This design comes from an exercise in tuning for small area, a short achievable clock period and few clock cycles on the open sky130 flow, not from production work.
In this exercise RTL edits were held to simulation tests only and were not proved equivalent to the original.
Power figures rest on the tool's default switching activity, not on a simulated workload.

## v2
==> flow/design.v (excerpt) <==
module ordered_list_store (
    input  wire logic                       i_clk,
    input  wire logic                       i_rst_n,
    input  wire logic                       i_in_valid,
    output logic                            o_in_stall,
    input  wire logic [1:0]                 i_kind,
    input  wire logic [ols_pkg::FLD_W-1:0]  i_position,
    input  wire ols_pkg::t_value            i_value,
    output logic                            o_out_valid,
    input  wire logic                       i_out_stall,
    output logic [1:0]                      o_status,
    output logic [ols_pkg::FLD_W-1:0]       o_found_at,
    output logic [ols_pkg::FLD_W-1:0]       o_length
);
For scale: roughly 7000 cells after synthesis, roughly 1200 flip-flops, ~63 I/O pins, about 0.062 mm² of cells after synthesis.
clock: 5.0 ns
lec_check: 0
cap_margin: 20
cell_pad_in_sites_detail_placement: 1
cell_pad_in_sites_global_placement: 1
core_margin: 2
core_utilization: 45
cts_cluster_diameter: 300
cts_cluster_size: 20
setup_slack_margin: 2.72
slew_margin: 20
standard.sh (not shown) runs the stock make flow with config.mk's settings and CLKGATE_MAP_FILE= SYNTH_SCRIPT=/design/flow/synth_recipe.tcl, a recipe that flattens the netlist after the stock synthesis.
==> flow/flow/run.sh <==
#!/bin/bash
# The standard ORFS layout (standard.sh, standard synthesis unchanged) with two changes:
#  - the port buffers are sky130_fd_sc_hd__buf_4 instead of the delay cell buffer_ports picks
#    by default, so the paths from the inputs and to the outputs are not slowed by them;
#  - timing repair may resize a cell to one of another footprint (MATCH_CELL_FOOTPRINT 0).
# make's full output goes to standard.log here; ORFS keeps each step's log under orfs/logs/.
set -euo pipefail
bash standard.sh MATCH_CELL_FOOTPRINT=0 "BUFFER_PORTS_ARGS=-buffer_cell sky130_fd_sc_hd__buf_4" finish > standard.log 2>&1
Testbench counts of v2, summed over its fixed seeds: cycles 12,024.
[inputs] v27 vs v2
-- flow/config.mk --
<<< v2, line 14
export CTS_CLUSTER_SIZE = 20
export SETUP_SLACK_MARGIN = 2.72
export SLEW_MARGIN = 20
>>> v27, line 14
export CTS_CLUSTER_SIZE = 20
export SETUP_SLACK_MARGIN = 2.65
export SLEW_MARGIN = 20
### Flow results
Looking at the reports, v27 completed the entire flow and the layout it produced met the timing, design-rule and antenna checks. Of v2 and v27, the run reporting the higher global-route usage was v2. Total inserted antenna cells: v27 vs v2 up 2. Measured against each other, v2 and v27 differ in met3 routing resource usage after global routing, the lower figure coming from v27. Delta (v27 minus v2): share of cell area taken by flip-flops and latches shows no meaningful change; wire length reported by the detailed router shows a reduction of 2.3%; cell total after placement essentially unchanged. Part of the total power dissipated in the clock network, v2 and v27, lower one = v2. For the peak per-stage delay on the critical path, v27 came in 0.25 ns higher than v2 did. The lower first-iteration DRC count came out of v27. The fraction of cell area in non-clock buffers was comparable across v2 and v27. Power consumption: v2 vs v27, no meaningful difference.
For v54, these inputs were changed with respect to v27:
-- flow/config.mk --
<<< v27, line 7
export LEC_CHECK = 0
export CAP_MARGIN = 20
export CELL_PAD_IN_SITES_DETAIL_PLACEMENT = 1
>>> v54, line 7
export LEC_CHECK = 0
export CAP_MARGIN = 10
export CELL_PAD_IN_SITES_DETAIL_PLACEMENT = 1
<<< v27, line 15
export SETUP_SLACK_MARGIN = 2.65
export SLEW_MARGIN = 20
>>> v54, line 15
export SETUP_SLACK_MARGIN = 2.65
export SLEW_MARGIN = 10
--- outcome ---
The final critical-path setup slack on v54 is in line with that on v27. Between v54 and v27, the global-route usage does not differ in any meaningful way. | post-CTS setup buffer count | v54 vs v27 | 7 lower |. From v27 to v54 the numbers moved as follows: time the worst path needs with I/O delays and setup has remained practically unchanged, first-pass GRT wire length roughly the same.
Relative to v54, the following input files were edited for v48:
==> flow/run.sh (new file) <==
#!/bin/bash
# synth_recipe.tcl (not shown) runs the flow's synth.tcl, then flattens the netlist and writes it again
# the make line also repeats each setting of config.mk as NAME=value (left out here)
make -C /OpenROAD-flow-scripts/flow DESIGN_CONFIG=/design/flow/config.mk WORK_HOME=/design/flow/orfs CLKGATE_MAP_FILE= SYNTH_SCRIPT=/design/flow/synth_recipe.tcl finish
-- flow/config.mk --
<<< v54, line 7
export LEC_CHECK = 0
export CAP_MARGIN = 10
export CELL_PAD_IN_SITES_DETAIL_PLACEMENT = 1
>>> v48, line 7
export LEC_CHECK = 0
export CAP_MARGIN = 20
export CELL_PAD_IN_SITES_DETAIL_PLACEMENT = 1
<<< v54, line 14
export CTS_CLUSTER_SIZE = 20
export SETUP_SLACK_MARGIN = 2.65
export SLEW_MARGIN = 10
>>> v48, line 14
export CTS_CLUSTER_SIZE = 20
export SETUP_SLACK_MARGIN = 2.6
export SLEW_MARGIN = 20
removed: flow/flow/run.sh
removed: flow/standard.sh
Findings:
v48 and v54 ended up with roughly the same number of cells after detailed placement.
Re post-CTS resize count: v54 and v48 aren't equal, and the lower value belongs to v54.
Min count of buffers not belonging to the clock network in the layout across v54 and v48: v54
v54 and v48 ended up with roughly the same final cell utilization of the core.
Sort v54 and v48 by maximum number of pins on one net before global-route repair desc -> top: v54
Proportion of power drawn by the clock network: v48 higher than v54
Looking at final worst hold slack across both flows, v48 is the stronger of the two, with v54 trailing.
Number of standard cells in the layout, taps in and fillers out delta (v48 -> v54): insignificant
Diff v48..v54 | fraction of area in non-clock buffers | negligible

## separate check: timing with driven ports
The results above use ideal ports. As a check the final layouts listed here were re-extracted and re-timed, cells and wires unchanged. Step 1, drivers: a clkbuf_16 drives i_clk and a buf_2 each remaining input, both assumed. Step 2 also shifts input and output timing later by t, the mid clock arrival at the registers, as if the neighbouring blocks saw the same clock. Three values: ideal ports, drivers, drivers and shift; two values: the first two.
run	t, ns	setup WS [ns]	cell pins on the clock port's net
v2	0.778	2.649 / 2.567 / 1.960	1
v27	0.778	2.616 / 2.555 / 1.961	1
v54	0.788	2.614 / 2.544 / 2.013	1
v48	0.797	2.525 / 2.456 / 1.942	1
After both steps every run listed still meets setup and hold. The setup slack of v2, which loses most, moves by -0.082 ns with the drivers and by -0.689 ns with both steps.
